This design comes from an exercise in tuning for small area on the open sky130 flow, not from production work. The RTL was checked by simulation tests, not by an equivalence proof against the original design. Power figures rest on the tool's default switching activity, not on a simulated workload.

File: flow/config.mk
export PLATFORM = sky130hd
export DESIGN_NAME = bsr_scheduler
export DESIGN_NICKNAME = bsr_scheduler
export VERILOG_FILES = /design/flow/design.v
export SDC_FILE = /design/flow/constraint.sdc
export NUM_CORES = 4
export LEC_CHECK = 0
export CAP_MARGIN = 20
export CORE_MARGIN = 2
export CORE_UTILIZATION = 40
export PLACE_DENSITY = 0.6
export SLEW_MARGIN = 20
File: flow/constraint.sdc
create_clock -name core_clock -period 4.0 [get_ports {clk_gated}]
set_input_delay 0.8000 -clock core_clock [delete_from_list [all_inputs] [get_ports {clk_gated}]]
set_output_delay 0.8000 -clock core_clock [all_outputs]
set_load 0.01 [all_outputs]
File: flow/design.v
`default_nettype none
package bsr_format_pkg;
    typedef enum logic [1:0] {
        META_ROW_PTR = 2'd0,   
        META_COL_IDX = 2'd1    
    } meta_kind_e;
    parameter int META_ADDR_W = 8;    
    parameter int BLK_IDX_W   = 16;   
    parameter int BLK_POS_W   = 16;   
    typedef struct packed {
        meta_kind_e             kind;   
        logic [META_ADDR_W-1:0] addr;   
    } meta_req_t;
endpackage
`default_nettype wire
`default_nettype none
package bsr_sched_pkg;
    typedef enum logic [3:0] {
        IDLE        = 4'd0,    
        ROW_PTR_LO  = 4'd1,    
        ROW_PTR_HI  = 4'd2,    
        CHECK_EMPTY = 4'd3,    
        COL_IDX     = 4'd4,    
        LOAD        = 4'd5,    
        OFFER       = 4'd6,    
        WAIT_DONE   = 4'd7,    
        NEXT_BLOCK  = 4'd8,    
        NEXT_ROW    = 4'd9,    
        FINISH      = 4'd10    
    } sched_state_e;
    typedef struct packed {
        logic [15:0] row;   
        logic [15:0] col;   
    } block_pos_t;
endpackage
`default_nettype wire
`default_nettype none
import bsr_format_pkg::*;
module bsr_meta_reader
(
    input  wire logic        clk_gated,
    input  wire logic        rst_n,
    input  wire logic        meta_go,         
    input  bsr_format_pkg::meta_req_t req,             
    input  wire logic [31:0] meta_rd_data,
    input  wire logic        meta_rd_valid,   
    output logic             meta_rd_en,      
    output bsr_format_pkg::meta_req_t meta_req,        
    output logic [31:0]      meta_word,       
    output logic             meta_ack         
);
    logic pending;   
    assign meta_ack = pending & meta_rd_valid;
    always_ff @(posedge clk_gated or negedge rst_n) begin
        if (!rst_n) begin
            meta_rd_en <= 1'b0;
            pending    <= 1'b0;
        end else begin
            meta_rd_en <= meta_go;   
            if (meta_go) begin
                pending <= 1'b1;
            end else if (meta_ack) begin
                pending <= 1'b0;    
            end
        end
    end
    always_ff @(posedge clk_gated) begin
        if (meta_go) begin
            meta_req <= req;   
        end
        if (meta_ack) begin
            meta_word <= meta_rd_data;   
        end
    end
endmodule
`default_nettype wire
`default_nettype none
import bsr_format_pkg::*;
module bsr_block_loader
#(
    parameter int BLOCK_DIM = 8
) (
    input  wire logic                 clk_gated,
    input  wire logic                 rst_n,
    input  wire logic                 load_go,         
    input  wire logic [BLK_IDX_W-1:0] load_idx,        
    input  wire logic [7:0]           block_rd_data,   
    output logic                      block_rd_en,
    output logic [31:0]               block_rd_addr,
    output logic [8*BLOCK_DIM*BLOCK_DIM-1:0] block_data,   
    output logic                      load_done
);
    localparam int NBYTES = BLOCK_DIM * BLOCK_DIM;
    localparam int CNT_W  = (NBYTES > 1) ? $clog2(NBYTES) : 1;
    logic             active;     
    logic [CNT_W-1:0] cnt;        
    logic [31:0]      base;       
    logic             vld_d;      
    logic [CNT_W-1:0] cnt_d;      
    assign block_rd_en   = active;
    assign block_rd_addr = base + 32'(cnt);
    assign load_done     = vld_d & (cnt_d == CNT_W'(NBYTES - 1));   
    always_ff @(posedge clk_gated or negedge rst_n) begin
        if (!rst_n) begin
            active <= 1'b0;
            cnt    <= '0;
            vld_d  <= 1'b0;
        end else begin
            vld_d <= active;   
            if (load_go) begin
                active <= 1'b1;
                cnt    <= '0;
            end else if (active) begin
                cnt <= cnt + 1'b1;
                if (cnt == CNT_W'(NBYTES - 1)) begin
                    active <= 1'b0;   
                end
            end
        end
    end
    always_ff @(posedge clk_gated) begin
        if (load_go) begin
            base <= 32'(load_idx) * 32'(NBYTES);   
        end
        cnt_d <= cnt;
        if (vld_d) begin
            block_data[8*cnt_d +: 8] <= block_rd_data;   
        end
    end
endmodule
`default_nettype wire
`default_nettype none
import bsr_format_pkg::*;
import bsr_sched_pkg::*;
module bsr_sched_fsm
(
    input  wire logic                 clk_gated,
    input  wire logic                 rst_n,
    input  wire logic                 start,
    input  wire logic [15:0]          cfg_num_block_rows,
    input  wire logic [31:0]          meta_word,
    input  wire logic                 meta_ack,
    input  wire logic                 load_done,
    input  wire logic                 systolic_ready,
    input  wire logic                 systolic_done,
    output logic                      meta_go,
    output bsr_format_pkg::meta_req_t req,
    output logic                      load_go,
    output logic [BLK_IDX_W-1:0]      load_idx,
    output logic                      systolic_valid,
    output bsr_sched_pkg::block_pos_t systolic_pos,
    output logic                      busy,
    output logic                      done,
    output logic [31:0]               blocks_processed
);
    bsr_sched_pkg::sched_state_e state;
    logic [15:0]          num_rows;    
    logic [BLK_POS_W-1:0] row;         
    logic [BLK_IDX_W-1:0] row_start;   
    logic [BLK_IDX_W-1:0] row_end;     
    logic [BLK_IDX_W-1:0] blk_idx;     
    always_ff @(posedge clk_gated or negedge rst_n) begin
        if (!rst_n) begin
            state            <= IDLE;
            num_rows         <= '0;
            row              <= '0;
            row_start        <= '0;
            row_end          <= '0;
            blk_idx          <= '0;
            meta_go          <= 1'b0;
            req              <= '0;
            load_go          <= 1'b0;
            load_idx         <= '0;
            systolic_valid   <= 1'b0;
            systolic_pos     <= '0;
            busy             <= 1'b0;
            done             <= 1'b0;
            blocks_processed <= '0;
        end else begin
            meta_go <= 1'b0;   
            load_go <= 1'b0;
            case (state)
                IDLE: begin
                    if (start) begin
                        num_rows         <= cfg_num_block_rows;
                        row              <= '0;
                        blocks_processed <= '0;
                        done             <= 1'b0;
                        if (cfg_num_block_rows == 16'd0) begin
                            state <= FINISH;   
                            done  <= 1'b1;
                        end else begin
                            busy     <= 1'b1;
                            meta_go  <= 1'b1;
                            req.kind <= META_ROW_PTR;
                            req.addr <= '0;
                            state    <= ROW_PTR_LO;
                        end
                    end
                end
                ROW_PTR_LO: begin
                    if (meta_ack) begin
                        meta_go  <= 1'b1;   
                        req.kind <= META_ROW_PTR;
                        req.addr <= META_ADDR_W'(row + 1'b1);
                        state    <= ROW_PTR_HI;
                    end
                end
                ROW_PTR_HI: begin
                    if (meta_ack) begin
                        row_start <= meta_word[BLK_IDX_W-1:0];   
                        state     <= CHECK_EMPTY;
                    end
                end
                CHECK_EMPTY: begin
                    row_end <= meta_word[BLK_IDX_W-1:0];   
                    blk_idx <= row_start;
                    if (meta_word[BLK_IDX_W-1:0] == row_start) begin
                        state <= NEXT_ROW;   
                    end else begin
                        meta_go  <= 1'b1;
                        req.kind <= META_COL_IDX;
                        req.addr <= row_start[META_ADDR_W-1:0];
                        state    <= COL_IDX;
                    end
                end
                COL_IDX: begin
                    if (meta_ack) begin
                        load_go  <= 1'b1;
                        load_idx <= blk_idx;
                        state    <= LOAD;
                    end
                end
                LOAD: begin
                    if (load_done) begin
                        systolic_valid   <= 1'b1;
                        systolic_pos.row <= row;
                        systolic_pos.col <= meta_word[BLK_POS_W-1:0];   
                        state            <= OFFER;
                    end
                end
                OFFER: begin
                    if (systolic_ready) begin   
                        systolic_valid <= 1'b0;
                        state          <= WAIT_DONE;
                    end
                end
                WAIT_DONE: begin
                    if (systolic_done) begin
                        blocks_processed <= blocks_processed + 32'd1;
                        state            <= NEXT_BLOCK;
                    end
                end
                NEXT_BLOCK: begin
                    if (blk_idx + 1'b1 == row_end) begin
                        state <= NEXT_ROW;   
                    end else begin
                        blk_idx  <= blk_idx + 1'b1;
                        meta_go  <= 1'b1;
                        req.kind <= META_COL_IDX;
                        req.addr <= META_ADDR_W'(blk_idx + 1'b1);
                        state    <= COL_IDX;
                    end
                end
                NEXT_ROW: begin
                    if (row + 1'b1 == num_rows) begin
                        state <= FINISH;
                        busy  <= 1'b0;
                        done  <= 1'b1;   
                    end else begin
                        row      <= row + 1'b1;
                        meta_go  <= 1'b1;   
                        req.kind <= META_ROW_PTR;
                        req.addr <= META_ADDR_W'(row + 1'b1);
                        state    <= ROW_PTR_LO;
                    end
                end
                FINISH: begin
                    state <= IDLE;   
                end
                default: begin
                    state <= IDLE;
                end
            endcase
        end
    end
endmodule
`default_nettype wire
`default_nettype none
import bsr_format_pkg::*;
import bsr_sched_pkg::*;
module bsr_scheduler
#(
    parameter int BLOCK_DIM = 8   
) (
    input  wire logic        clk_gated,
    input  wire logic        rst_n,
    input  wire logic        start,
    input  wire logic [15:0] cfg_num_block_rows,
    output logic             meta_rd_en,
    output bsr_format_pkg::meta_req_t meta_req,
    input  wire logic [31:0] meta_rd_data,
    input  wire logic        meta_rd_valid,
    output logic             block_rd_en,
    output logic [31:0]      block_rd_addr,
    input  wire logic [7:0]  block_rd_data,
    output logic             systolic_valid,
    output logic [8*BLOCK_DIM*BLOCK_DIM-1:0] systolic_block,
    output bsr_sched_pkg::block_pos_t systolic_pos,
    input  wire logic        systolic_ready,
    input  wire logic        systolic_done,
    output logic             busy,
    output logic             done,
    output logic [31:0]      blocks_processed
);
    logic                 meta_go;     
    bsr_format_pkg::meta_req_t fsm_req;
    logic [31:0]          meta_word;   
    logic                 meta_ack;
    logic                 load_go;     
    logic [BLK_IDX_W-1:0] load_idx;
    logic                 load_done;   
    bsr_meta_reader i_bsr_meta_reader (
        .clk_gated     (clk_gated),
        .rst_n         (rst_n),
        .meta_go       (meta_go),
        .req           (fsm_req),
        .meta_rd_data  (meta_rd_data),
        .meta_rd_valid (meta_rd_valid),
        .meta_rd_en    (meta_rd_en),
        .meta_req      (meta_req),
        .meta_word     (meta_word),
        .meta_ack      (meta_ack)
    );
    bsr_block_loader #(
        .BLOCK_DIM (BLOCK_DIM)
    ) i_bsr_block_loader (
        .clk_gated     (clk_gated),
        .rst_n         (rst_n),
        .load_go       (load_go),
        .load_idx      (load_idx),
        .block_rd_data (block_rd_data),
        .block_rd_en   (block_rd_en),
        .block_rd_addr (block_rd_addr),
        .block_data    (systolic_block),   
        .load_done     (load_done)
    );
    bsr_sched_fsm i_bsr_sched_fsm (
        .clk_gated          (clk_gated),
        .rst_n              (rst_n),
        .start              (start),
        .cfg_num_block_rows (cfg_num_block_rows),
        .meta_word          (meta_word),
        .meta_ack           (meta_ack),
        .load_done          (load_done),
        .systolic_ready     (systolic_ready),
        .systolic_done      (systolic_done),
        .meta_go            (meta_go),
        .req                (fsm_req),
        .load_go            (load_go),
        .load_idx           (load_idx),
        .systolic_valid     (systolic_valid),
        .systolic_pos       (systolic_pos),
        .busy               (busy),
        .done               (done),
        .blocks_processed   (blocks_processed)
    );
endmodule
`default_nettype wire
File: flow/run.sh
#!/bin/bash
# synth_recipe.tcl (not shown) runs the flow's synth.tcl, then flattens the netlist and writes it again
# the make line also repeats each setting of config.mk as NAME=value (left out here)
make -C /OpenROAD-flow-scripts/flow DESIGN_CONFIG=/design/flow/config.mk WORK_HOME=/design/flow/orfs CLKGATE_MAP_FILE= SYNTH_SCRIPT=/design/flow/synth_recipe.tcl finish
==> results.cfg <==
[sta]
finalCriticalPeriod_ns = 3.581
slew_headroom_pct = 26.99
finalCritPeriodShare_pct = 89.54
tns_ns = 0
hold_viol = 0
slew_viol_final = 0
max_freq_mhz = 279.2
rsz0062_at_grt = false
worst_slew_pin_slew_ns = 1.095
setup-violations-final = 0
finClkSkew_ns = 0.01935

[routing]
vias_per_cell = 5.332
drc_errors = 0
wl_per_cell_um = 24.81
drt_first_pass_iters = 5
drt-total-wl_um = 101400
vias = 21800
drt_iter0_drc = 1343
ant_nets = 0

[clocking]
cts_buffers = 83
clock_path_buffers = 3
cts_tree = done
clock_sinks = 747
clkTransAtPathRegs_ns = 0.06
clock_latency_ns = 0.63
post_cts_buffers = 0
htreeDepth = 3
holdBufCountCts = 0
post_cts_resized = 0
ctsRootBufferMaster = clkbuf_16

[die]
ios = 685
die_w_um = 291.6
core_um2 = 81980
rows = 105
start_util_pct = 40.35
dieArea_um2 = 85010
die_h_um = 291.6

[outcome]
status = complete, no violations

[layout]
fin_util_pct = 53.16
area_delta_synth_final_pct = 31.76
finalNonFillerCells = 4089
fillers = 6885
drive_gt1_share_pct = 25.62
final_nets = 3022

[logic_synthesis]
ys_seq_elements = 747
ys_dominant_reg_cell = edfxtp_1
synth_edf_count = 553
syn-instance-count = 2287
yosys_warnings = 3
ys_async_sr_fraction_pct = 25.17
synth-seq-area-share_pct = 64.79
netlist_area_um2 = 33080
synth_cell_type_count = 72
synth_area_per_cell_um2 = 14.46

[power_and_ir_drop]
vdd_drop_max_mv = 0.4213
p_leak_nw = 16.12
p_per_area_nw_per_um2 = 865.6

[worst_hold_path]
hold_path_class = input port to async pin

[critical_path]
criticalPathCategory = register to register
required_ns = 4.50
endpoint_kind = register
cp_max_fo = 10
cp-start-kind = register
worstPathArrival_ns = 4.08

[placed_design]
dp_hpwl_um = 71570
port_buffers = 657
gp_congestion = 0.8563
place_inst = 3938

[global_route]
grt_overflow = 0
grt_max_degree = 162
grt.total_usage_pct = 23.23
grt_pass1_vias = 21690
grt_first_pass_wirelength_um = 149000
antenna_found_initial = 3

[run]
cap_viol_max_count = 0
[cell families (layout without fill, tap and decap cells)]
logic type | count (synthesis) | in the layout | synth area share [%]
buffers and inverters | 161 | 881 | 1.990
adders and majority gates | 7 | 7 | 0.2648
and+or+nand+nor | 555 | 555 | 7.940
xor gates and xnor gates | 104 | 104 | 2.795
DFF | 747 | 747 | 64.79
muxes | 572 | 572 | 19.45
other | 1 | 13 | 0.01134
AOI/OAI and AO/OA | 140 | 140 | 2.754
[critical path, stage by stage, from the launching register on]
cell and delay [ns]:
dfrtp_1 0.54, ha_1 0.36, nand4_1 0.28, nor4_2 0.56
mux2i_1 0.24, o211ai_1 0.15, and4bb_2 0.29, buf_4 0.19
o21ai_2 0.41, nor2_1 0.08, a2111oi_0 0.37
[layout by cell type (no fill, tap or decap), drive strengths merged, types with 9 or more instances in the layout]
cell           netlist  layout
clkdlybuf4s50        0     648
mux2               567     567
edfxtp             553     553
nand2              239     239
dfrtp              188     188
nor2               128     128
clkbuf             105     109
buf                 36      63
xor2                57      57
o21ai               47      47
xnor2               46      46
nand3               37      37
clkinv               0      30
a21oi               28      28
nor3                25      25
nand4               24      24
inv                 20      24
nor4                20      20
and4                12      12
or3                 12      12
and2                12      12
and3                11      11
conb                 1      11
nand2b               9       9
[power breakdown]
group	total (mW)	internal [mW]	switching (mW)
Sequential	15.5	13.3	2.22
Combinational	14.7	7.64	7.08
Clock	7.51	4.36	3.15
Total	37.7	25.3	12.5
[metal layers]
layer,vias up,GRT usage [%],part of all wire [%]
met5,-,0,0
met4,0,7.204,2.8
met3,125,5.671,7.0
met2,690,40.20,50
met1,11210,28.61,40
li1,9780,-,-
[state kept, by name, summed over array words and instances, names as in the netlist, 4 cells and up]
signal	cells
i_bsr_sched_fsm.load_idx	16
i_bsr_meta_reader.meta_word	16
i_bsr_sched_fsm.state	4
i_bsr_sched_fsm.systolic_pos	32
i_bsr_block_loader.base	16
i_bsr_sched_fsm.row_start	16
i_bsr_block_loader.cnt_d	6
i_bsr_sched_fsm.blocks_processed	32
i_bsr_sched_fsm.req	9
i_bsr_sched_fsm.row_end	16
i_bsr_sched_fsm.blk_idx	16
i_bsr_block_loader.block_data	512
i_bsr_meta_reader.meta_req	9
i_bsr_sched_fsm.row	16
i_bsr_sched_fsm.num_rows	16
i_bsr_block_loader.cnt	6
[Yosys cell counts, drive strengths merged, types with 4 or more instances]
cell / instances / area share (%)
and3: 11 / 0.21
edfxtp: 553 / 50
nor3: 25 / 0.38
a21o: 6 / 0.14
mux2i: 5 / 0.15
o21a: 4 / 0.091
or2: 5 / 0.095
inv: 20 / 0.23
mux2: 567 / 19
dfxtp: 6 / 0.36
ha: 7 / 0.26
xnor2: 46 / 1.2
o211ai: 4 / 0.091
dfrtp: 188 / 14
a2111oi: 4 / 0.14
a21oi: 28 / 0.42
nand3: 37 / 0.59
o22ai: 6 / 0.11
nor3b: 5 / 0.11
nor2b: 5 / 0.095
nand4: 24 / 0.50
nor2: 128 / 1.5
nand2: 239 / 2.7
xor2: 57 / 1.5
o21ai: 47 / 0.72
o31ai: 5 / 0.11
nand2b: 9 / 0.17
a31oi: 5 / 0.095
nor4: 20 / 0.51
a22oi: 4 / 0.091
and4: 12 / 0.32
or3: 12 / 0.23
buf: 36 / 0.57
clkbuf: 105 / 1.2
and2: 12 / 0.23
o221ai: 5 / 0.13
[cell type report]
cell class	count	area (um2)	area share, %
sequential	747	21430	49.18
multi-input combinational	1389	11050	25.35
timing repair buffer	712	7028	16.13
clock buffer	108	2201	5.050
tap	1070	1339	3.072
clock inverter	41	451.7	1.036
inverter	20	75.07	0.1723
antenna	2	5.005	0.01148
[per-stage QoR]
| step | hold WS (ns) | power (mW) | setup slack (ns) | area, um2 |
|---|---|---|---|---|
| global placement | 0.4294 | 30.04 | 0.3346 | 40930 |
| CTS | 0.2698 | 38.07 | 0.4018 | 43580 |
| detailed placement | 0.4313 | 30.49 | 0.2792 | 40930 |
| finish | 0.2338 | 37.72 | 0.4186 | 43580 |
| global route | 0.3071 | 39.50 | 0.1705 | 43580 |
| floorplan | 0.4194 | 22.23 | -1.101 | 33160 |
[worst paths after layout]
path,from,endpoint,slack (ns),depth (start not counted)
max in group asynchronous,rst_n,i_bsr_sched_fsm.systolic_pos[6],2.84,2
worst min register to register,i_bsr_sched_fsm.load_idx[3],i_bsr_block_loader.base[9],0.45,0
min in group core_clock,i_bsr_sched_fsm.load_idx[3],i_bsr_block_loader.base[9],0.45,0
worst max register to register,i_bsr_sched_fsm.blk_idx[0],i_bsr_sched_fsm.blk_idx[4],0.42,10
worst max-delay path,i_bsr_sched_fsm.blk_idx[0],i_bsr_sched_fsm.blk_idx[4],0.42,10
worst min-delay path,rst_n,i_bsr_sched_fsm.systolic_pos[2],0.23,1

[re-timing with driven ports]
How much do the figures lean on ideal ports? The routed layout below was timed once more, with nothing changed but the port constraints.
Step 1 (the two cells are an assumption about what drives the block):
set clk [get_ports {clk_gated}]
set_driving_cell -lib_cell sky130_fd_sc_hd__clkbuf_16 $clk
set_driving_cell -lib_cell sky130_fd_sc_hd__buf_2 [delete_from_list [all_inputs] $clk]
Step 2, shift: input delay + t, output delay - t, t = (earliest + latest rising clock arrival at the registers) / 2. This alone moves slack from input paths to output paths.
Three values: ideal ports, drivers, drivers and shift; two values: the first two.
t, ns: 0.697
setup WS [ns]: 0.419 / 0.419 / 0.308
worst register clock-pin slew, ns: 0.06 / 0.06
worst slew at a driven data input, ns: 0.05
After both steps this run still meets setup and hold. The setup slack of this run moves by 0.000 ns with the drivers and by -0.111 ns with both steps.
